What follows belongs to an exercise in optimizing a design on an open flow for small area, a short achievable clock period and few clock cycles; a production flow would make more cautious choices. RTL that was checked went through simulation tests only; none was proved equivalent to the original.

==> maple <==
Design bicubic_column, start of the top module:
module bicubic_column (
    input  wire                           CLK,
    input  wire                           RST,
    input  wire [scaler_pkg::ROW_W-1:0]   v0_i,
    input  wire [scaler_pkg::ROW_W-1:0]   h0_i,
    input  wire [scaler_pkg::SPAN_W-1:0]  sh_i,
    input  wire [scaler_pkg::SPAN_W-1:0]  th_i,
    output logic [scaler_pkg::ADDR_W-1:0] rom_addr_o,
    input  wire cubic_pkg::pixel_t        rom_data_i,
    output logic                          sram_cen_o,
    output logic                          sram_wen_o,
    output logic [scaler_pkg::ADDR_W-1:0] sram_addr_o,
    output cubic_pkg::pixel_t             sram_wdata_o,
    input  wire cubic_pkg::pixel_t        sram_rdata_i,
    output logic                          done_o
);
==> module cubic_engine, before the edit <==
module cubic_engine (
    input  wire        CLK,
    input  wire        v_i,       
    input  wire        u1_i,      
    input  wire [7:0]  p0_i,
    input  wire [7:0]  p1_i,
    input  wire [7:0]  p2_i,
    input  wire [7:0]  p3_i,      
    input  wire [7:0]  f_i,       
    input  wire [7:0]  d0_i,      
    input  wire [7:0]  c0_i,      
    input  wire [7:0]  c2_i,      
    output logic signed [9:0] rnd_o   
);
    logic signed [10:0] a, a_q, a_rest;    
    logic signed [9:0]  w, w_q;            
    logic signed [8:0]  c;
    logic signed [26:0] h_q;    
    logic [7:0]         f_q;
    logic signed [19:0] h1;
    logic signed [34:0] u_add, u_out;    
    logic signed [34:0] u_mul;
    logic signed [9:0]  rnd;
    logic signed [8:0]  fm_s, fq_s;     
    logic signed [34:0] d_add;
    assign a_rest = 11'sd3 * (11'(p1_i) - 11'(p2_i)) - 11'(p0_i);
    assign a      = a_rest + 11'(p3_i);
    assign w      = 10'(p0_i) + 10'(p2_i) - (10'(p1_i) <<< 1);
    assign c      = 9'(c2_i) - 9'(c0_i);
    assign fm_s = {1'b1, f_i};
    assign fq_s = {1'b0, f_q};
    assign d_add = {2'd0, d0_i, 1'b1, 24'd0};
    assign h1 = a_q * fm_s + (20'(w_q) <<< 8);
    assign u_add = u1_i ? (35'(c) <<< 16) : d_add;
    assign u_mul = h_q * fq_s;
    assign u_out = u_mul + u_add;
    assign rnd   = u_out[34:25];
    always_ff @(posedge CLK) begin
        a_q <= a;
        w_q <= w;
        if (v_i) begin
            h_q <= 27'(h1);
            f_q <= f_i;
        end else if (u1_i) begin
            h_q <= u_out[26:0];
        end
        rnd_o <= rnd;
    end
endmodule
==> flow/config.mk <==
export PLATFORM = sky130hd
export DESIGN_NAME = bicubic_column
export DESIGN_NICKNAME = bicubic_column
export VERILOG_FILES = /design/flow/design.v
export SDC_FILE = /design/flow/constraint.sdc
export NUM_CORES = 4
export LEC_CHECK = 0
export ABC_CLOCK_PERIOD_IN_PS = 3500
export CAP_MARGIN = 20
export CORE_MARGIN = 2
export CORE_UTILIZATION = 60
export CTS_BUF_LIST = sky130_fd_sc_hd__clkbuf_4
export SLEW_MARGIN = 20
==> flow/constraint.sdc <==
create_clock -name core_clock -period 11.0 [get_ports {CLK}]
set_input_delay 2.2000 -clock core_clock [delete_from_list [all_inputs] [get_ports {CLK}]]
set_output_delay 2.2000 -clock core_clock [all_outputs]
set_load 0.01 [all_outputs]
standard.sh (not shown) runs the stock make flow with config.mk's settings and CLKGATE_MAP_FILE= SYNTH_SCRIPT=/design/flow/synth_recipe.tcl, a recipe that flattens the netlist after the stock synthesis.
==> flow/flow/run.sh <==
#!/bin/bash
set -euo pipefail
export SETUP_SLACK_MARGIN=5.3
export BUFFER_PORTS_ARGS="-buffer_cell sky130_fd_sc_hd__buf_1"
export CTS_ARGS="-sink_clustering_enable -repair_clock_nets -dont_use_dummy_load -buf_list sky130_fd_sc_hd__clkbuf_8 -sink_clustering_size 16 -sink_clustering_max_diameter 50"
bash standard.sh > standard.log 2>&1
==> harbor: changes against maple <==
--- a/flow/design.v
+++ b/flow/design.v
@@ -60,52 +60,51 @@
     input  wire        CLK,
     input  wire        v_i,       
     input  wire        u1_i,      
     input  wire [7:0]  p0_i,
     input  wire [7:0]  p1_i,
     input  wire [7:0]  p2_i,
-    input  wire [7:0]  p3_i,      
+    input  wire [7:0]  p3_i,
     input  wire [7:0]  f_i,       
     input  wire [7:0]  d0_i,      
-    input  wire [7:0]  c0_i,      
-    input  wire [7:0]  c2_i,      
-    output logic signed [9:0] rnd_o   
+    output logic [7:0] res_o      
 );
-    logic signed [10:0] a, a_q, a_rest;    
-    logic signed [9:0]  w, w_q;            
-    logic signed [8:0]  c;
+    logic signed [11:0] a, b, a_q, b_q;
+    logic signed [9:0]  c, c_q;
     logic signed [26:0] h_q;    
     logic [7:0]         f_q;
     logic signed [19:0] h1;
     logic signed [34:0] u_add, u_out;    
     logic signed [34:0] u_mul;
     logic signed [9:0]  rnd;
-    logic signed [8:0]  fm_s, fq_s;     
+    logic signed [8:0]  fi_s, fq_s;     
     logic signed [34:0] d_add;
-    assign a_rest = 11'sd3 * (11'(p1_i) - 11'(p2_i)) - 11'(p0_i);
-    assign a      = a_rest + 11'(p3_i);
-    assign w      = 10'(p0_i) + 10'(p2_i) - (10'(p1_i) <<< 1);
-    assign c      = 9'(c2_i) - 9'(c0_i);
-    assign fm_s = {1'b1, f_i};
+    assign a  = 12'(p3_i) - 12'(p0_i) + 12'sd3 * (12'(p1_i) - 12'(p2_i));
+    assign b  = 12'(p0_i) * 12'sd2 - 12'(p1_i) * 12'sd5 + 12'(p2_i) * 12'sd4 - 12'(p3_i);
+    assign c  = 10'(p2_i) - 10'(p0_i);
+    assign fi_s = {1'b0, f_i};
     assign fq_s = {1'b0, f_q};
     assign d_add = {2'd0, d0_i, 1'b1, 24'd0};
-    assign h1 = a_q * fm_s + (20'(w_q) <<< 8);
-    assign u_add = u1_i ? (35'(c) <<< 16) : d_add;
+    assign h1 = a_q * fi_s + (20'(b_q) <<< 8);
+    assign u_add = u1_i ? (35'(c_q) <<< 16) : d_add;
     assign u_mul = h_q * fq_s;
     assign u_out = u_mul + u_add;
     assign rnd   = u_out[34:25];
     always_ff @(posedge CLK) begin
         a_q <= a;
-        w_q <= w;
+        b_q <= b;
+        c_q <= c;
         if (v_i) begin
             h_q <= 27'(h1);
             f_q <= f_i;
         end else if (u1_i) begin
             h_q <= u_out[26:0];
         end
-        rnd_o <= rnd;
+        if (rnd[9])                 res_o <= 8'd0;
+        else if (rnd[8])            res_o <= 8'hff;
+        else                        res_o <= rnd[7:0];
     end
 endmodule
 `default_nettype wire
 `timescale 1ns/1ps
 `default_nettype none
 import scaler_pkg::*;
@@ -151,13 +150,12 @@
     logic [7:0]  rs, gs;           
     logic        u1_q, u2_q, wv_q;
     logic        s1_q, s2_q;       
     logic        eng_done_q, rd_done_q, rdw;
     logic [5:0]  jw_q;             
     logic [7:0]  res;
-    logic signed [9:0] rnd;
     logic [5:0]  k_q;
     logic [7:0]  t_q;
     logic [5:0]  ta_q;
     logic        tab_done_q;
     logic [7:0]  ts;
     logic        tw;
@@ -245,15 +243,14 @@
         s1_q <= issue && fetch;
         s2_q <= s1_q;
     end
     cubic_engine u_eng (
         .CLK(CLK), .v_i(issue), .u1_i(u1_q),
         .p0_i(wn[0]), .p1_i(wn[1]), .p2_i(wn[2]), .p3_i(wn[3]), .f_i(f_q),
-        .d0_i(s2_q ? win[0] : win[1]), .c0_i(win[0]), .c2_i(win[2]), .rnd_o(rnd)
+        .d0_i(s2_q ? win[0] : win[1]), .res_o(res)
     );
-    assign res = rnd[9] ? 8'd0 : rnd[8] ? 8'hff : rnd[7:0];
     assign rdw = all_in_q && !rd_done_q && cnt_q == 3'd5 && !wv_q && !r0w_q;
     assign tw  = !tab_done_q && div_ok && !wv_q && !r0w_q && !rdw;
     assign ts = {2'b0, ta_q} + {2'b0, r_tab} - {2'b0, dd_q};
     always_ff @(posedge CLK) begin
         if (RST) begin
             k_q        <= '0;
==> flow/run.sh (new file) <==
#!/bin/bash
# synth_recipe.tcl (not shown) runs the flow's synth.tcl, then flattens the netlist and writes it again
# the make line also repeats each setting of config.mk as NAME=value (left out here)
make -C /OpenROAD-flow-scripts/flow DESIGN_CONFIG=/design/flow/config.mk WORK_HOME=/design/flow/orfs CLKGATE_MAP_FILE= SYNTH_SCRIPT=/design/flow/synth_recipe.tcl finish
--- a/flow/config.mk
+++ b/flow/config.mk
@@ -5,9 +5,10 @@
 export SDC_FILE = /design/flow/constraint.sdc
 export NUM_CORES = 4
 export LEC_CHECK = 0
 export ABC_CLOCK_PERIOD_IN_PS = 3500
 export CAP_MARGIN = 20
 export CORE_MARGIN = 2
-export CORE_UTILIZATION = 60
+export CORE_UTILIZATION = 80
 export CTS_BUF_LIST = sky130_fd_sc_hd__clkbuf_4
+export SETUP_SLACK_MARGIN = 5.0
 export SLEW_MARGIN = 20
removed: flow/flow/run.sh
removed: flow/standard.sh
==> sierra: changes against maple <==
--- a/flow/design.v
+++ b/flow/design.v
@@ -60,52 +60,51 @@
     input  wire        CLK,
     input  wire        v_i,       
     input  wire        u1_i,      
     input  wire [7:0]  p0_i,
     input  wire [7:0]  p1_i,
     input  wire [7:0]  p2_i,
-    input  wire [7:0]  p3_i,      
+    input  wire [7:0]  p3_i,
     input  wire [7:0]  f_i,       
     input  wire [7:0]  d0_i,      
-    input  wire [7:0]  c0_i,      
-    input  wire [7:0]  c2_i,      
-    output logic signed [9:0] rnd_o   
+    output logic [7:0] res_o      
 );
-    logic signed [10:0] a, a_q, a_rest;    
-    logic signed [9:0]  w, w_q;            
-    logic signed [8:0]  c;
+    logic signed [11:0] a, b, a_q, b_q;
+    logic signed [9:0]  c, c_q;
     logic signed [26:0] h_q;    
     logic [7:0]         f_q;
     logic signed [19:0] h1;
     logic signed [34:0] u_add, u_out;    
     logic signed [34:0] u_mul;
     logic signed [9:0]  rnd;
-    logic signed [8:0]  fm_s, fq_s;     
+    logic signed [8:0]  fi_s, fq_s;     
     logic signed [34:0] d_add;
-    assign a_rest = 11'sd3 * (11'(p1_i) - 11'(p2_i)) - 11'(p0_i);
-    assign a      = a_rest + 11'(p3_i);
-    assign w      = 10'(p0_i) + 10'(p2_i) - (10'(p1_i) <<< 1);
-    assign c      = 9'(c2_i) - 9'(c0_i);
-    assign fm_s = {1'b1, f_i};
+    assign a  = 12'(p3_i) - 12'(p0_i) + 12'sd3 * (12'(p1_i) - 12'(p2_i));
+    assign b  = 12'(p0_i) * 12'sd2 - 12'(p1_i) * 12'sd5 + 12'(p2_i) * 12'sd4 - 12'(p3_i);
+    assign c  = 10'(p2_i) - 10'(p0_i);
+    assign fi_s = {1'b0, f_i};
     assign fq_s = {1'b0, f_q};
     assign d_add = {2'd0, d0_i, 1'b1, 24'd0};
-    assign h1 = a_q * fm_s + (20'(w_q) <<< 8);
-    assign u_add = u1_i ? (35'(c) <<< 16) : d_add;
+    assign h1 = a_q * fi_s + (20'(b_q) <<< 8);
+    assign u_add = u1_i ? (35'(c_q) <<< 16) : d_add;
     assign u_mul = h_q * fq_s;
     assign u_out = u_mul + u_add;
     assign rnd   = u_out[34:25];
     always_ff @(posedge CLK) begin
         a_q <= a;
-        w_q <= w;
+        b_q <= b;
+        c_q <= c;
         if (v_i) begin
             h_q <= 27'(h1);
             f_q <= f_i;
         end else if (u1_i) begin
             h_q <= u_out[26:0];
         end
-        rnd_o <= rnd;
+        if (rnd[9])                 res_o <= 8'd0;
+        else if (rnd[8])            res_o <= 8'hff;
+        else                        res_o <= rnd[7:0];
     end
 endmodule
 `default_nettype wire
 `timescale 1ns/1ps
 `default_nettype none
 import scaler_pkg::*;
@@ -135,29 +134,25 @@
     logic [2:0]  cnt_q;            
     logic        div_ok;
     logic        r0w_q;            
     logic [13:0] addr_q;           
     logic        rv_q;             
     logic [7:0]  win [4];          
-    logic [7:0]  wn [4];           
     logic        fetch;
     logic        ph_q;             
     logic        issue;
     logic [5:0]  ji_q;             
-    logic        last;             
     logic        all_in_q;
     logic [5:0]  r_q;              
     logic [7:0]  f_q;              
     logic [5:0]  g_q;              
     logic [7:0]  rs, gs;           
-    logic        u1_q, u2_q, wv_q;
-    logic        s1_q, s2_q;       
-    logic        eng_done_q, rd_done_q, rdw;
+    logic        v_q, u1_q, u2_q, wv_q;
+    logic        s1_q, s2_q, s3_q;   
     logic [5:0]  jw_q;             
     logic [7:0]  res;
-    logic signed [9:0] rnd;
     logic [5:0]  k_q;
     logic [7:0]  t_q;
     logic [5:0]  ta_q;
     logic        tab_done_q;
     logic [7:0]  ts;
     logic        tw;
@@ -180,82 +175,77 @@
     assign div_ok = cnt_q >= 3'd4;
     always_ff @(posedge CLK) begin
         if (RST)                cnt_q <= '0;
         else if (cnt_q != 3'd5) cnt_q <= cnt_q + 3'd1;
     end
     assign issue = ph_q && !all_in_q;
-    assign last  = (ji_q + 6'd1 == dd_q);
     assign rs    = {2'b0, r_q} + {2'b0, sm1_q} - {2'b0, dd_q};
     assign gs    = {2'b0, g_q} + {2'b0, r_row} - {2'b0, dd_q};
     always_ff @(posedge CLK) begin
         if (RST) begin
             ph_q     <= 1'b0;
             ji_q     <= 6'd1;
-            all_in_q <= (th_i == 6'd2);
+            all_in_q <= 1'b0;
             r_q      <= w0 ? 6'd0 : sh_i - 6'd1;
         end else begin
             ph_q <= (cnt_q == 3'd4) || (cnt_q == 3'd5 && !ph_q);
             if (issue) begin
                 ji_q     <= ji_q + 6'd1;
-                all_in_q <= last;
+                all_in_q <= (ji_q == dd_q);
                 r_q      <= rs[7] ? 6'(rs + {2'b0, dd_q}) : rs[5:0];
             end
         end
     end
     always_ff @(posedge CLK) begin
         if (cnt_q == 3'd4) begin
             f_q <= q_row;
             g_q <= r_row;
-        end else if (issue) begin
+        end else if (v_q) begin
             f_q <= f_q + q_row + {7'd0, !gs[7]};
             g_q <= gs[7] ? 6'(gs + {2'b0, dd_q}) : gs[5:0];
         end
     end
-    assign fetch      = (cnt_q < 3'd4) || (issue && !rs[7] && !last);
+    assign fetch      = (cnt_q < 3'd4) || (issue && !rs[7] && ji_q != dd_q);
     assign rom_addr_o = addr_q;
     always_ff @(posedge CLK) begin
         if (RST) begin
             addr_q <= 14'(v0_i) * 14'd100 + 14'(h0_i) - (w0 ? 14'd0 : 14'd100);
             rv_q   <= 1'b0;
         end else begin
             rv_q <= fetch;
             if (fetch) addr_q <= addr_q + 14'd100;
         end
-        for (int i = 0; i < 4; i++) win[i] <= wn[i];
-    end
-    always_comb begin
         if (rv_q) begin
-            wn[0] = win[1];
-            wn[1] = win[2];
-            wn[2] = win[3];
-            wn[3] = rom_data_i;
-        end else begin
-            for (int i = 0; i < 4; i++) wn[i] = win[i];
-        end
-    end
-    always_ff @(posedge CLK) begin
-        if (RST) begin
+            win[0] <= win[1];
+            win[1] <= win[2];
+            win[2] <= win[3];
+            win[3] <= rom_data_i;
+        end
+    end
+    always_ff @(posedge CLK) begin
+        if (RST) begin
+            v_q  <= 1'b0;
             u1_q <= 1'b0;
             u2_q <= 1'b0;
             wv_q <= 1'b0;
         end else begin
-            u1_q <= issue;
+            v_q  <= issue;
+            u1_q <= v_q;
             u2_q <= u1_q;
             wv_q <= u2_q;
         end
         s1_q <= issue && fetch;
         s2_q <= s1_q;
+        s3_q <= s2_q;
     end
     cubic_engine u_eng (
-        .CLK(CLK), .v_i(issue), .u1_i(u1_q),
-        .p0_i(wn[0]), .p1_i(wn[1]), .p2_i(wn[2]), .p3_i(wn[3]), .f_i(f_q),
-        .d0_i(s2_q ? win[0] : win[1]), .c0_i(win[0]), .c2_i(win[2]), .rnd_o(rnd)
+        .CLK(CLK), .v_i(v_q), .u1_i(u1_q),
+        .p0_i(win[0]), .p1_i(win[1]), .p2_i(win[2]), .p3_i(win[3]), .f_i(f_q),
+        .d0_i(s3_q ? win[0] : win[1]), .res_o(res)
     );
-    assign res = rnd[9] ? 8'd0 : rnd[8] ? 8'hff : rnd[7:0];
-    assign rdw = all_in_q && !rd_done_q && cnt_q == 3'd5 && !wv_q && !r0w_q;
-    assign tw  = !tab_done_q && div_ok && !wv_q && !r0w_q && !rdw;
+    assign tw = !tab_done_q && div_ok && !wv_q && !r0w_q;
     assign ts = {2'b0, ta_q} + {2'b0, r_tab} - {2'b0, dd_q};
     always_ff @(posedge CLK) begin
         if (RST) begin
             k_q        <= '0;
             t_q        <= '0;
             ta_q       <= '0;
@@ -264,31 +254,22 @@
             k_q        <= k_q + 6'd1;
             t_q        <= t_q + q_tab + {7'd0, !ts[7]};
             ta_q       <= ts[7] ? 6'(ts + {2'b0, dd_q}) : ts[5:0];
             tab_done_q <= (k_q + 6'd1 == dd_q);
         end
     end
-    assign sram_cen_o   = !(wv_q || r0w_q || rdw || tw);
+    assign sram_cen_o   = !(wv_q || r0w_q || tw);
     assign sram_wen_o   = sram_cen_o;
-    assign sram_addr_o  = wv_q  ? {1'b0, jw_q, 7'd1} :
-                          r0w_q ? 14'd1 :
-                          rdw   ? {1'b0, dd_q, 7'd1} : {7'd101, 1'b0, k_q};
-    assign sram_wdata_o = wv_q  ? res :
-                          r0w_q ? (w0_q ? win[0] : win[1]) :
-                          rdw   ? (dd_q == 6'd1 ? win[1] : win[2]) : t_q;
+    assign sram_addr_o  = wv_q ? {1'b0, jw_q, 7'd1} : r0w_q ? 14'd1 : {7'd101, 1'b0, k_q};
+    assign sram_wdata_o = wv_q ? res : r0w_q ? (w0_q ? win[0] : win[1]) : t_q;
     always_ff @(posedge CLK) begin
         r0w_q <= !RST && (cnt_q == 3'd4);
         if (RST) begin
-            jw_q       <= 6'd1;
-            eng_done_q <= (th_i == 6'd2);
-            rd_done_q  <= 1'b0;
-        end else begin
-            if (wv_q) begin
-                jw_q <= jw_q + 6'd1;
-                if (jw_q + 6'd1 == dd_q) eng_done_q <= 1'b1;
-            end
-            if (rdw) rd_done_q <= 1'b1;
-        end
-    end
-    assign done_o = eng_done_q && rd_done_q && tab_done_q;
+            jw_q   <= 6'd1;
+            done_o <= 1'b0;
+        end else if (wv_q) begin
+            jw_q <= jw_q + 6'd1;
+            if (jw_q == dd_q) done_o <= 1'b1;
+        end
+    end
 endmodule
 `default_nettype wire
==> flow/run.sh (new file) <==
#!/bin/bash
# synth_recipe.tcl (not shown) runs the flow's synth.tcl, then flattens the netlist and writes it again
# the make line also repeats each setting of config.mk as NAME=value (left out here)
make -C /OpenROAD-flow-scripts/flow DESIGN_CONFIG=/design/flow/config.mk WORK_HOME=/design/flow/orfs CLKGATE_MAP_FILE= SYNTH_SCRIPT=/design/flow/synth_recipe.tcl finish
--- a/flow/config.mk
+++ b/flow/config.mk
@@ -5,9 +5,9 @@
 export SDC_FILE = /design/flow/constraint.sdc
 export NUM_CORES = 4
 export LEC_CHECK = 0
 export ABC_CLOCK_PERIOD_IN_PS = 3500
 export CAP_MARGIN = 20
 export CORE_MARGIN = 2
-export CORE_UTILIZATION = 60
-export CTS_BUF_LIST = sky130_fd_sc_hd__clkbuf_4
+export CORE_UTILIZATION = 40
+export SETUP_SLACK_MARGIN = 5.0
 export SLEW_MARGIN = 20
removed: flow/flow/run.sh
removed: flow/standard.sh
==> onyx: changes against maple <==
--- a/flow/design.v
+++ b/flow/design.v
@@ -70,40 +70,39 @@
     input  wire [7:0]  c2_i,      
     output logic signed [9:0] rnd_o   
 );
     logic signed [10:0] a, a_q, a_rest;    
     logic signed [9:0]  w, w_q;            
     logic signed [8:0]  c;
-    logic signed [26:0] h_q;    
+    logic [26:0]        h_q;    
     logic [7:0]         f_q;
     logic signed [19:0] h1;
     logic signed [34:0] u_add, u_out;    
     logic signed [34:0] u_mul;
     logic signed [9:0]  rnd;
-    logic signed [8:0]  fm_s, fq_s;     
+    logic signed [8:0]  fm_s;           
     logic signed [34:0] d_add;
     assign a_rest = 11'sd3 * (11'(p1_i) - 11'(p2_i)) - 11'(p0_i);
     assign a      = a_rest + 11'(p3_i);
     assign w      = 10'(p0_i) + 10'(p2_i) - (10'(p1_i) <<< 1);
     assign c      = 9'(c2_i) - 9'(c0_i);
     assign fm_s = {1'b1, f_i};
-    assign fq_s = {1'b0, f_q};
     assign d_add = {2'd0, d0_i, 1'b1, 24'd0};
     assign h1 = a_q * fm_s + (20'(w_q) <<< 8);
     assign u_add = u1_i ? (35'(c) <<< 16) : d_add;
-    assign u_mul = h_q * fq_s;
-    assign u_out = u_mul + u_add;
+    assign u_mul = 35'(h_q) * 35'(f_q);
+    assign u_out = u_mul + (u_add - (35'(f_q) << 26));
     assign rnd   = u_out[34:25];
     always_ff @(posedge CLK) begin
         a_q <= a;
         w_q <= w;
         if (v_i) begin
-            h_q <= 27'(h1);
+            h_q <= {~h1[19], {7{h1[19]}}, h1[18:0]};
             f_q <= f_i;
         end else if (u1_i) begin
-            h_q <= u_out[26:0];
+            h_q <= {~u_out[26], u_out[25:0]};
         end
         rnd_o <= rnd;
     end
 endmodule
 `default_nettype wire
 `timescale 1ns/1ps
--- a/flow/config.mk
+++ b/flow/config.mk
@@ -5,9 +5,9 @@
 export SDC_FILE = /design/flow/constraint.sdc
 export NUM_CORES = 4
 export LEC_CHECK = 0
 export ABC_CLOCK_PERIOD_IN_PS = 3500
 export CAP_MARGIN = 20
 export CORE_MARGIN = 2
-export CORE_UTILIZATION = 60
+export CORE_UTILIZATION = 65
 export CTS_BUF_LIST = sky130_fd_sc_hd__clkbuf_4
 export SLEW_MARGIN = 20
==> qor summary <==
item                                                                                   onyx                     sierra                     maple                    harbor
Result of the run                                          no timing/DRC/antenna violations  no timing/DRC/antenna violations  no timing/DRC/antenna violations  no timing/DRC/antenna violations
Clock buffer count in the final layout                                                   36                         39                        34                        92
CTS Buf Count                                                                            36                         29                        34                        60
Clock network share of area                                                           1.71%                      3.27%                     1.61%                     2.67%
Post-Layout Inst Area                                                           29000 sq um                30200 sq um               29000 sq um               29800 sq um
Post_cts resized                                                                         18                          4                        22                         1
Reg2reg setup slack                                                                 5.36 ns                    5.14 ns                   5.41 ns                   5.00 ns
Depth of the most critical reg-to-reg path                                               18                         22                        21                        21
Average via count per standard cell                                                    5.57                       5.01                      5.45                      6.15
Post-layout utilization of the core                                                   71.4%                      45.1%                     65.8%                     88.7%
Dpl ws                                                                              4.13 ns                    4.17 ns                   4.68 ns                   4.38 ns
R2R Path Start                                                                 u_eng.f_q[3]               u_eng.f_q[4]                    f_q[1]              u_eng.h_q[4]
Netlist area before placement                                                   26600 sq um                27000 sq um               26700 sq um               27300 sq um
Non-clock inverter total of the final layout                                            535                        506                       509                       495
Synthesized area divided by synthesized cell count                               9.07 sq um                 9.41 sq um                9.14 sq um                9.34 sq um
Final worst path period share                                                         51.3%                      53.3%                     50.8%                     54.6%
Met3 routed wirelength                                                              2650 um                    2350 um                   2000 um                   5270 um
GR Layer Usage met3                                                                   3.78%                      2.10%                     3.13%                     5.31%
Main synth FF type                                                 sky130_fd_sc_hd__dfxtp_1  sky130_fd_sc_hd__edfxtp_1  sky130_fd_sc_hd__dfxtp_1  sky130_fd_sc_hd__dfxtp_1
Total number of nets in the final design                                               3694                       3640                      3670                      3718
Mux contribution to synthesized area                                                  3.40%                      2.17%                     3.06%                     3.94%
Half-perimeter wire length of the detailed placement result                        46300 um                   48200 um                  47000 um                  50700 um
Fraction of final layout cells with drive strength greater than 1                     7.33%                      5.39%                     6.98%                     7.87%
Insertion delay of the later-clocked pin in the worst-skew pair                     0.56 ns                    0.56 ns                   0.57 ns                   0.77 ns
Post-Synthesis Net Count                                                               3585                       3546                      3575                      3601
Testbench counts of maple, summed over its fixed seeds: cycles 4,462.
Testbench counts of harbor, summed over its fixed seeds: cycles 4,462.
Testbench counts of sierra, summed over its fixed seeds: cycles 4,654.
Function not checked in onyx: the RTL went through the layout flow alone.

port drivers added, routing unchanged:
Ports are ideal in the flow. The routed layouts listed here were re-timed in OpenROAD.
Step 1, drivers: a clkbuf_16 drives CLK and a buf_2 each remaining input, both assumed.
Step 2 moves the port delays by t, midway between the first and last clock arrival at a register: inputs arrive t later, outputs are due t later. That takes back most of the time a late clock gives input paths.
Three values: no drivers, after step 1, after step 2; two values: the first two.
| run | t (ns) | setup WS [ns] | worst slew at a driven data input, ns |
|---|---|---|---|
| maple | 0.588 | 5.410 / 5.410 / 4.967 | 0.09 |
| harbor | 0.781 | 4.997 / 4.997 / 4.521 | 0.05 |
| sierra | 0.611 | 5.139 / 5.139 / 4.714 | 0.10 |
| onyx | 0.587 | 5.361 / 5.361 / 5.088 | 0.08 |
After both steps setup and hold are still met in every run listed. The setup slack of harbor, which loses most, moves by 0.000 ns with the drivers and by -0.476 ns with both steps.
